This design comes from an exercise in tuning for small area, a short achievable clock period and few clock cycles per item on the open sky130 flow, not from production work.
The RTL was checked by simulation tests, not by an equivalence proof against the original design.

**design/flow/run.sh**
```bash
#!/bin/bash
# synth_recipe.tcl (not shown) runs the flow's synth.tcl, then flattens the netlist and writes it again
# the make line also repeats each setting of config.mk as NAME=value (left out here)
make -C /OpenROAD-flow-scripts/flow DESIGN_CONFIG=/design/flow/config.mk WORK_HOME=/design/flow/orfs CLKGATE_MAP_FILE= SYNTH_SCRIPT=/design/flow/synth_recipe.tcl finish
```
**design/flow/config.mk**
```make
export PLATFORM = sky130hd
export DESIGN_NAME = bitmap_page_allocator_top
export DESIGN_NICKNAME = bitmap_page_allocator_top
export VERILOG_FILES = /design/flow/design.v
export SDC_FILE = /design/flow/constraint.sdc
export NUM_CORES = 4
export LEC_CHECK = 0
export CAP_MARGIN = 20
export CORE_MARGIN = 2
export CORE_UTILIZATION = 35
export SLEW_MARGIN = 20
export SYNTH_MEMORY_MAX_BITS = 8192
```
**design/flow/constraint.sdc**
```tcl
create_clock -name core_clock -period 12.0 [get_ports {clk_i}]
set_input_delay 2.4000 -clock core_clock [delete_from_list [all_inputs] [get_ports {clk_i}]]
set_output_delay 2.4000 -clock core_clock [all_outputs]
set_load 0.01 [all_outputs]
```
**design/flow/design.v**
```verilog
package bpa_pkg;
  localparam int MAX_PAGES   = 4096;
  localparam int WORD_BITS   = 32;
  localparam int MAP_WORDS   = (MAX_PAGES + WORD_BITS - 1) / WORD_BITS;
  localparam int PAGE_W      = $clog2(MAX_PAGES);
  localparam int CNT_W       = PAGE_W + 1;
  localparam int BIT_W       = $clog2(WORD_BITS);
  localparam int WADDR_W     = $clog2(MAP_WORDS);
  localparam int FLIP_W      = BIT_W + 1;
  localparam int OP_W        = 2;
  localparam int STS_W       = 2;
  localparam int IN_TDATA_W  = ((PAGE_W + CNT_W + 7) / 8) * 8;
  localparam int OUT_TDATA_W = ((PAGE_W + 2 * CNT_W + 7) / 8) * 8;
  typedef enum logic [OP_W-1:0] {
    OP_ALLOC    = 2'd0,
    OP_FREE     = 2'd1,
    OP_RUN_FREE = 2'd2,
    OP_RUN_USED = 2'd3
  } op_e;
  typedef enum logic [STS_W-1:0] {
    STS_OK      = 2'd0,
    STS_NO_FREE = 2'd1,
    STS_RANGE   = 2'd2
  } status_e;
  typedef enum logic [1:0] {
    ALU_FIND,
    ALU_SET,
    ALU_CLR
  } alu_mode_e;
  typedef enum logic [2:0] {
    S_IDLE,
    S_CHECK,
    S_READ,
    S_MODIFY,
    S_DONE
  } state_e;
  typedef struct packed {
    alu_mode_e            mode;
    logic [WADDR_W-1:0]   addr;
    logic [PAGE_W-1:0]    lo;
    logic [CNT_W-1:0]     end_pg;
    logic [WORD_BITS-1:0] data;
  } alu_req_t;
  typedef struct packed {
    logic [WORD_BITS-1:0] data;
    logic [FLIP_W-1:0]    flips;
    logic                 found;
    logic [BIT_W-1:0]     bit_idx;
  } alu_rsp_t;
endpackage
module bpa_ram #(
  parameter int WIDTH = 32,
  parameter int DEPTH = 128
) (
  input  logic                     clk_i,
  input  logic                     we_i,
  input  logic [$clog2(DEPTH)-1:0] waddr_i,
  input  logic [WIDTH-1:0]         wdata_i,
  input  logic [$clog2(DEPTH)-1:0] raddr_i,
  output logic [WIDTH-1:0]         rdata_o
);
  logic [WIDTH-1:0] mem_q [DEPTH];
  always_ff @(posedge clk_i) begin
    if (we_i) begin
      mem_q[waddr_i] <= wdata_i;
    end
    rdata_o <= mem_q[raddr_i];
  end
endmodule
import bpa_pkg::*;
module bpa_word_alu (
  input  bpa_pkg::alu_req_t req_i,
  output bpa_pkg::alu_rsp_t rsp_o
);
  logic [BIT_W-1:0]     lo_sh;
  logic [WORD_BITS-1:0] lo_mask;
  logic [WORD_BITS-1:0] hi_mask;
  logic [WORD_BITS-1:0] mask;
  logic [WORD_BITS-1:0] free_bits;
  logic [WORD_BITS-1:0] first_one;
  logic [WORD_BITS-1:0] flip_bits;
  logic [BIT_W-1:0]     bit_idx;
  logic [FLIP_W-1:0]    lvl [BIT_W+1][WORD_BITS];
  always_comb begin
    lo_sh   = (req_i.lo[PAGE_W-1:BIT_W] == req_i.addr) ? req_i.lo[BIT_W-1:0] : '0;
    lo_mask = {WORD_BITS{1'b1}} << lo_sh;
    if (req_i.end_pg[CNT_W-1:BIT_W] == {1'b0, req_i.addr}) begin
      hi_mask = ~({WORD_BITS{1'b1}} << req_i.end_pg[BIT_W-1:0]);
    end else begin
      hi_mask = {WORD_BITS{1'b1}};
    end
    mask = lo_mask & hi_mask;
    free_bits = ~req_i.data & mask;
    first_one = free_bits & (~free_bits + WORD_BITS'(1));
    bit_idx   = '0;
    for (int b = 0; b < WORD_BITS; b++) begin
      if (first_one[b]) begin
        bit_idx = bit_idx | BIT_W'(b);
      end
    end
    rsp_o.found   = |free_bits;
    rsp_o.bit_idx = bit_idx;
    case (req_i.mode)
      ALU_FIND: begin
        rsp_o.data = req_i.data | first_one;
        flip_bits  = first_one;
      end
      ALU_SET: begin
        rsp_o.data = req_i.data | mask;
        flip_bits  = mask & ~req_i.data;
      end
      ALU_CLR: begin
        rsp_o.data = req_i.data & ~mask;
        flip_bits  = mask & req_i.data;
      end
      default: begin
        rsp_o.data = req_i.data;
        flip_bits  = '0;
      end
    endcase
    for (int l = 0; l <= BIT_W; l++) begin
      for (int i = 0; i < WORD_BITS; i++) begin
        lvl[l][i] = '0;
      end
    end
    for (int i = 0; i < WORD_BITS; i++) begin
      lvl[0][i] = FLIP_W'(flip_bits[i]);
    end
    for (int l = 1; l <= BIT_W; l++) begin
      for (int i = 0; i < (WORD_BITS >> l); i++) begin
        lvl[l][i] = lvl[l-1][2*i] + lvl[l-1][2*i+1];
      end
    end
    rsp_o.flips = lvl[BIT_W][0];
  end
endmodule
import bpa_pkg::*;
module bitmap_page_allocator_top (
  input  logic                               clk_i,
  input  logic                               rst_ni,
  input  logic                               cfg_valid_i,
  output logic                               cfg_ready_o,
  input  logic [bpa_pkg::CNT_W-1:0]          cfg_data_i,
  input  logic                               s_axis_tvalid,
  output logic                               s_axis_tready,
  input  logic [bpa_pkg::IN_TDATA_W-1:0]     s_axis_tdata,   
  input  logic [bpa_pkg::OP_W-1:0]           s_axis_tuser,   
  output logic                               m_axis_tvalid,
  input  logic                               m_axis_tready,
  output logic [bpa_pkg::OUT_TDATA_W-1:0]    m_axis_tdata,   
  output logic [bpa_pkg::STS_W-1:0]          m_axis_tuser    
);
  bpa_pkg::state_e               state_q, state_d;
  bpa_pkg::op_e                  op_q, op_d;
  logic [PAGE_W-1:0]    idx_q, idx_d;
  logic [CNT_W-1:0]     cnt_q, cnt_d;
  logic [WADDR_W-1:0]   word_q, word_d;
  logic [PAGE_W-1:0]    lo_q, lo_d;
  logic [CNT_W-1:0]     end_q, end_d;
  logic [CNT_W-1:0]     tot_q, tot_d;
  logic [CNT_W-1:0]     used_q, used_d;
  logic [MAP_WORDS-1:0] vld_q, vld_d;
  bpa_pkg::status_e              status_q, status_d;
  logic [PAGE_W-1:0]    grant_q, grant_d;
  logic [WADDR_W-1:0]   rd_addr_q;
  logic                 out_vld_q, out_vld_d;
  logic                 out_load;
  bpa_pkg::status_e              out_status_q;
  logic [PAGE_W-1:0]    out_grant_q;
  logic [CNT_W-1:0]     out_used_q;
  logic [CNT_W-1:0]     out_free_q;
  logic                 ram_we;
  logic [WADDR_W-1:0]   ram_raddr;
  logic [WORD_BITS-1:0] ram_rdata;
  logic [WORD_BITS-1:0] map_word;
  logic [CNT_W-1:0]     cfg_sat;
  logic [CNT_W:0]       run_end;
  logic [CNT_W-1:0]     end_m1;
  logic                 last_word;
  logic [CNT_W-1:0]     flips_ext;
  bpa_pkg::alu_req_t             alu_req;
  bpa_pkg::alu_rsp_t             alu_rsp;
  bpa_ram #(
    .WIDTH (WORD_BITS),
    .DEPTH (MAP_WORDS)
  ) u_map (
    .clk_i   (clk_i),
    .we_i    (ram_we),
    .waddr_i (word_q),
    .wdata_i (alu_rsp.data),
    .raddr_i (ram_raddr),
    .rdata_o (ram_rdata)
  );
  bpa_word_alu u_alu (
    .req_i (alu_req),
    .rsp_o (alu_rsp)
  );
  assign map_word = vld_q[rd_addr_q] ? ram_rdata : {WORD_BITS{1'b1}};
  always_comb begin
    unique case (op_q)
      OP_ALLOC:              alu_req.mode = ALU_FIND;
      OP_RUN_USED:           alu_req.mode = ALU_SET;
      OP_FREE, OP_RUN_FREE:  alu_req.mode = ALU_CLR;
    endcase
    alu_req.addr   = word_q;
    alu_req.lo     = lo_q;
    alu_req.end_pg = end_q;
    alu_req.data   = map_word;
  end
  assign cfg_sat   = (cfg_data_i > CNT_W'(MAX_PAGES)) ? CNT_W'(MAX_PAGES) : cfg_data_i;
  assign run_end   = {2'b00, idx_q} + {1'b0, cnt_q};
  assign end_m1    = end_q - CNT_W'(1);
  assign last_word = (word_q == end_m1[PAGE_W-1:BIT_W]);
  assign flips_ext = CNT_W'(alu_rsp.flips);
  always_comb begin
    state_d   = state_q;
    op_d      = op_q;
    idx_d     = idx_q;
    cnt_d     = cnt_q;
    word_d    = word_q;
    lo_d      = lo_q;
    end_d     = end_q;
    tot_d     = tot_q;
    used_d    = used_q;
    vld_d     = vld_q;
    status_d  = status_q;
    grant_d   = grant_q;
    out_vld_d = out_vld_q & ~m_axis_tready;
    out_load  = 1'b0;
    ram_we    = 1'b0;
    ram_raddr = word_q;
    s_axis_tready = 1'b0;
    cfg_ready_o   = (state_q == S_IDLE);
    unique case (state_q)
      S_IDLE: begin
        s_axis_tready = 1'b1;
        if (cfg_valid_i) begin
          tot_d  = cfg_sat;
          used_d = cfg_sat;
          vld_d  = '0;
        end
        if (s_axis_tvalid) begin
          op_d     = bpa_pkg::op_e'(s_axis_tuser);
          idx_d    = s_axis_tdata[PAGE_W-1:0];
          cnt_d    = s_axis_tdata[PAGE_W+CNT_W-1:PAGE_W];
          status_d = STS_OK;
          grant_d  = '0;
          state_d  = S_CHECK;
        end
      end
      S_CHECK: begin
        unique case (op_q)
          OP_ALLOC: begin
            if (used_q < tot_q) begin
              lo_d    = '0;
              end_d   = tot_q;
              word_d  = '0;
              state_d = S_READ;
            end else begin
              status_d = STS_NO_FREE;
              state_d  = S_DONE;
            end
          end
          OP_FREE: begin
            if ({1'b0, idx_q} >= tot_q) begin
              status_d = STS_RANGE;
              state_d  = S_DONE;
            end else begin
              lo_d    = idx_q;
              end_d   = {1'b0, idx_q} + CNT_W'(1);
              word_d  = idx_q[PAGE_W-1:BIT_W];
              state_d = S_READ;
            end
          end
          OP_RUN_FREE, OP_RUN_USED: begin
            if (run_end > {1'b0, tot_q}) begin
              status_d = STS_RANGE;
              state_d  = S_DONE;
            end else if (cnt_q == '0) begin
              state_d = S_DONE;
            end else begin
              lo_d    = idx_q;
              end_d   = run_end[CNT_W-1:0];
              word_d  = idx_q[PAGE_W-1:BIT_W];
              state_d = S_READ;
            end
          end
        endcase
      end
      S_READ: begin
        state_d = S_MODIFY;
      end
      S_MODIFY: begin
        ram_we        = 1'b1;
        ram_raddr     = word_q + WADDR_W'(1);
        vld_d[word_q] = 1'b1;
        if (alu_req.mode == ALU_CLR) begin
          used_d = used_q - flips_ext;
        end else begin
          used_d = used_q + flips_ext;
        end
        if (op_q == OP_ALLOC && alu_rsp.found) begin
          grant_d = {word_q, alu_rsp.bit_idx};
          state_d = S_DONE;
        end else if (last_word) begin
          if (op_q == OP_ALLOC) begin
            status_d = STS_NO_FREE;
          end
          state_d = S_DONE;
        end else begin
          word_d = word_q + WADDR_W'(1);
        end
      end
      S_DONE: begin
        if (!out_vld_q || m_axis_tready) begin
          out_load  = 1'b1;
          out_vld_d = 1'b1;
          state_d   = S_IDLE;
        end
      end
      default: begin
        state_d = S_IDLE;
      end
    endcase
  end
  always_ff @(posedge clk_i or negedge rst_ni) begin
    if (!rst_ni) begin
      state_q   <= S_IDLE;
      op_q      <= OP_ALLOC;
      word_q    <= '0;
      tot_q     <= '0;
      used_q    <= '0;
      vld_q     <= '0;
      status_q  <= STS_OK;
      out_vld_q <= 1'b0;
    end else begin
      state_q   <= state_d;
      op_q      <= op_d;
      word_q    <= word_d;
      tot_q     <= tot_d;
      used_q    <= used_d;
      vld_q     <= vld_d;
      status_q  <= status_d;
      out_vld_q <= out_vld_d;
    end
  end
  always_ff @(posedge clk_i) begin
    idx_q     <= idx_d;
    cnt_q     <= cnt_d;
    lo_q      <= lo_d;
    end_q     <= end_d;
    grant_q   <= grant_d;
    rd_addr_q <= ram_raddr;
    if (out_load) begin
      out_status_q <= status_q;
      out_grant_q  <= grant_q;
      out_used_q   <= used_q;
      out_free_q   <= tot_q - used_q;
    end
  end
  assign m_axis_tvalid = out_vld_q;
  assign m_axis_tuser  = out_status_q;
  assign m_axis_tdata  = {(OUT_TDATA_W - PAGE_W - 2 * CNT_W)'(0),
                          out_free_q, out_used_q, out_grant_q};
endmodule
```
==> metrics.md <==
| Metric | Value |
|---|---|
| Outcome | timing/DRC/antenna clean |
| Number of port buffers | between 80 and 90 |
| Worst-Margin Slew | 1.35 ns |
| Worst path max stage delay | 0.64 ns |
| GRT Residual Overflow | 0 |
| Clock Root Buffer | clkbuf_16 |
| CTS sink cnt | 4406 |
| Fin Clk Skew | 0.101 ns |
| Synth top area share | 0.713 |
| Setup ws final | 1.18 ns |
| Die area | 511000 µm² |
| Final setup vio count | 0 |
| # DRC | 0 |
| Seq/Total Area, Yosys | 0.741 |
| Synthesis-to-layout area growth | 14.4% |
| Syn avg cell area | ~18 µm² |
| EDFF count, synth | 4198 |
| Yosys reg bits | 4406 |
| Top cells by area, synth | edfxtp_1, mux4_2, nand2_1 |
| Setup TNS | 0 ns |
| Slew Viols, Final | 0 |
| Rows | 261 |
| First-pass GRT wire length | approximately 700000 µm |
| Layout cell share with drive strength beyond 1 | 0.221 |
| Final period demand of the worst path | roughly 11 ns |
| Pre-antenna DRT Iters | 6 |
| Via density | 5.59 |
| Largest net degree at the start of global routing | 127 |
| Initial DRC count | 11300 |
| Setup Fix Bufs, Post-CTS | 0 |
| Final hold vios | 0 |
| Clk slew on worst S/H paths | 0.06 ns |
| Routed Antenna Nets | 0 |
| Total GRT Usage | 0.187 |
| Crit end category | flop |
| Hold Crit Depth | 0 |
| Initial Utilization | 0.351 |
| Gpl congestion | roughly 0.85 |
| Post-synth top cells | edfxtp_1, nand2_1, mux4_2 |
| CTS Buf Count | between 400 and 500 |
| Crit path DAT | 11.68 ns |
| H-tree depth | 5 |
| RSZ-0062 raised after global routing | no |
| Startpoint Class | flop |
| Initial antenna violation count | 28 |
| Worst Path Required | around 13 ns |
| Worst-path maximum fanout | 16 |
| Yosys Warn Count | 4 |
| Relative slew slack | 0.0937 |
| Yosys top cell by area | edfxtp_1 |
| Post-Syn Area | 177000 µm² |
| Vias in the first global route | 94400 |
| WS Path Type | flop to flop |
| Number of distinct library cells after synthesis | 98 |
| CTS Buffer Depth | 4 |
| Vias | 94700 |
| Post-synth ARST share | 0.0384 |
| Die width | 715 µm |
| Nets | around 10000 |
| Pre-CTS worst setup slack | roughly 1.2 ns |
| Hold Crit Class | flop to flop |
| Io pins | 97 |
| Reg2Reg Depth | 37 |
| Hold Buf Count CTS | 0 |
| Count leader, synth | edfxtp_1 |
| Post-Synthesis Cells | 9580 |
| Max_cap viols | 0 |
| Post-Route WL | 489000 µm |
| CTS tree | done |
| Critical Path Slowest Stage Cell | nor4_1 |
| Die extent in y | 715 µm |
| Hpwl dp | 278000 µm |
| Top_reg_cell synth | edfxtp_1 |
| Clk Latency, worst-skew pair | approximately 1.1 ns |
| Fmax | 92.4 MHz |
| Resize count post-CTS | 0 |
| Final Cycle Share | 0.902 |
| DR WL/cell | 28.9 µm |
| Core footprint | 504000 µm² |
[metrics by stage]
step / std cells / instance area, µm² / utilization / hold slack, ns
global placement: 16100 / 188000 / 0.373 / 0.409
finish: 17000 / 202000 / 0.401 / 0.418
global route: 16900 / 202000 / 0.401 / 0.428
CTS: 16900 / 202000 / 0.401 / 0.419
detailed placement: 16100 / 188000 / 0.373 / 0.405
floorplan: 9581 / 177000 / - / 0.400
[critical path, delay by kind of cell (launching register included)]
kind                     cells  cell delay (ns)
AO/OA/AOI/OAI                9             2.44
XOR/XNOR                     2             0.53
adder cells (fa/ha/maj)      9             3.54
buffers and inverters        6             0.45
flip-flops                   1             0.61
multiplexers                 1             0.29
AND/OR/NAND/NOR             10             2.88
[layout by cell type (no fill, tap or decap), types with 28 or more instances in the layout]
cell,synthesis,final
clkinv_2,0,93
o21ai_0,208,207
ha_1,96,94
dfxtp_1,39,38
mux2i_1,31,31
xor2_1,30,28
nand3_1,305,303
a21o_1,58,58
and3_1,142,142
clkdlybuf4s50_1,0,86
clkbuf_1,370,74
mux4_2,1050,1050
nor3_1,33,31
a21oi_1,117,112
a211oi_1,44,37
clkbuf_16,0,450
xnor2_1,45,42
inv_1,125,121
edfxtp_1,4198,4198
dfrtp_1,169,169
a31oi_1,95,95
fa_1,29,29
nor2_1,286,155
buf_4,5,279
nor2_4,0,128
a311oi_1,194,171
nand2_1,1291,1286
bufinv_16,0,28
clkinv_1,0,127
[registers in the layout, summed over array words and instances (netlist names), 7 cells and up]
name / count
out_free_q: 13
idx_q: 12
out_used_q: 13
lo_q: 12
u_map.rdata_o: 32
used_q: 13
cnt_q: 13
end_q: 13
word_q: 7
rd_addr_q: 7
tot_q: 13
vld_q: 128
grant_q: 12
u_map.mem_q: 4096
out_grant_q: 12
[logic make-up after synthesis]
family,share of synthesized area
compound gates,0.0381
other cells,0.0000212
simple gates,0.0547
fa+ha+maj,0.0101
flops,0.741
xor+xnor,0.00381
mux,0.136
buf+inv,0.0162
[metal layers]
| metal | track usage | vias to the layer above | part of all wire |
|---|---|---|---|
| met5 | 0 | - | 0.000078 |
| met4 | 0.0610 | 6 | 0.034 |
| met3 | 0.0296 | 694 | 0.080 |
| met2 | 0.303 | 4222 | 0.48 |
| met1 | 0.258 | 50600 | 0.41 |
| li1 | - | 39200 | - |
[layout make-up]
type / count / area, µm²
sequential: 4406 / 131000
clock buffer: 526 / 11600
timing repair buffer: 410 / 3900
fill: 44800 / 302000
inverter: 126 / 488
antenna: 13 / 32.5
tap: 6706 / 8390
clock inverter: 297 / 2440
multi-input combinational: 4469 / 44500
[worst paths after layout]
kind	end	from	slack, ns
max in group asynchronous	vld_q[27]$_DFFE_PN0P_	rst_ni	8.91
hold / removal	out_grant_q[6]$_DFFE_PP_	grant_q[6]$_SDFFCE_PN0P_	0.42
min in group asynchronous	used_q[11]$_DFFE_PN0P_	rst_ni	1.31
setup / recovery	used_q[12]$_DFFE_PN0P_	end_q[4]$_DFFE_PP_	1.18
setup reg to reg	used_q[12]$_DFFE_PN0P_	end_q[4]$_DFFE_PP_	1.18
hold reg to reg	out_grant_q[6]$_DFFE_PP_	grant_q[6]$_SDFFCE_PN0P_	0.42
Testbench counts, summed over its fixed seeds: cycles 190,289, items 9,608.

-- afterwards: timing with drivers on the ports --
The results above use ideal ports. As a check the final layout listed here was re-extracted and re-timed, cells and wires unchanged. Step 1 sets driving cells, clkbuf_16 on the clock port and buf_2 on the other inputs (assumed; they add their load-dependent delay and slew). Step 2 also shifts input and output timing later by t, the mid clock arrival at the registers, as if the neighbouring blocks saw the same clock. Slacks: ideal ports / drivers / drivers and shift; pairs: ideal ports / drivers.
shift t [ns]: 1.135
setup WS [ns]: 1.180 / 1.180 / 1.180
worst register clock-pin slew, ns: 0.08 / 0.08
After both steps setup and hold are still met in this run. The setup slack of this run moves by 0.000 ns with the drivers and by 0.000 ns with both steps.
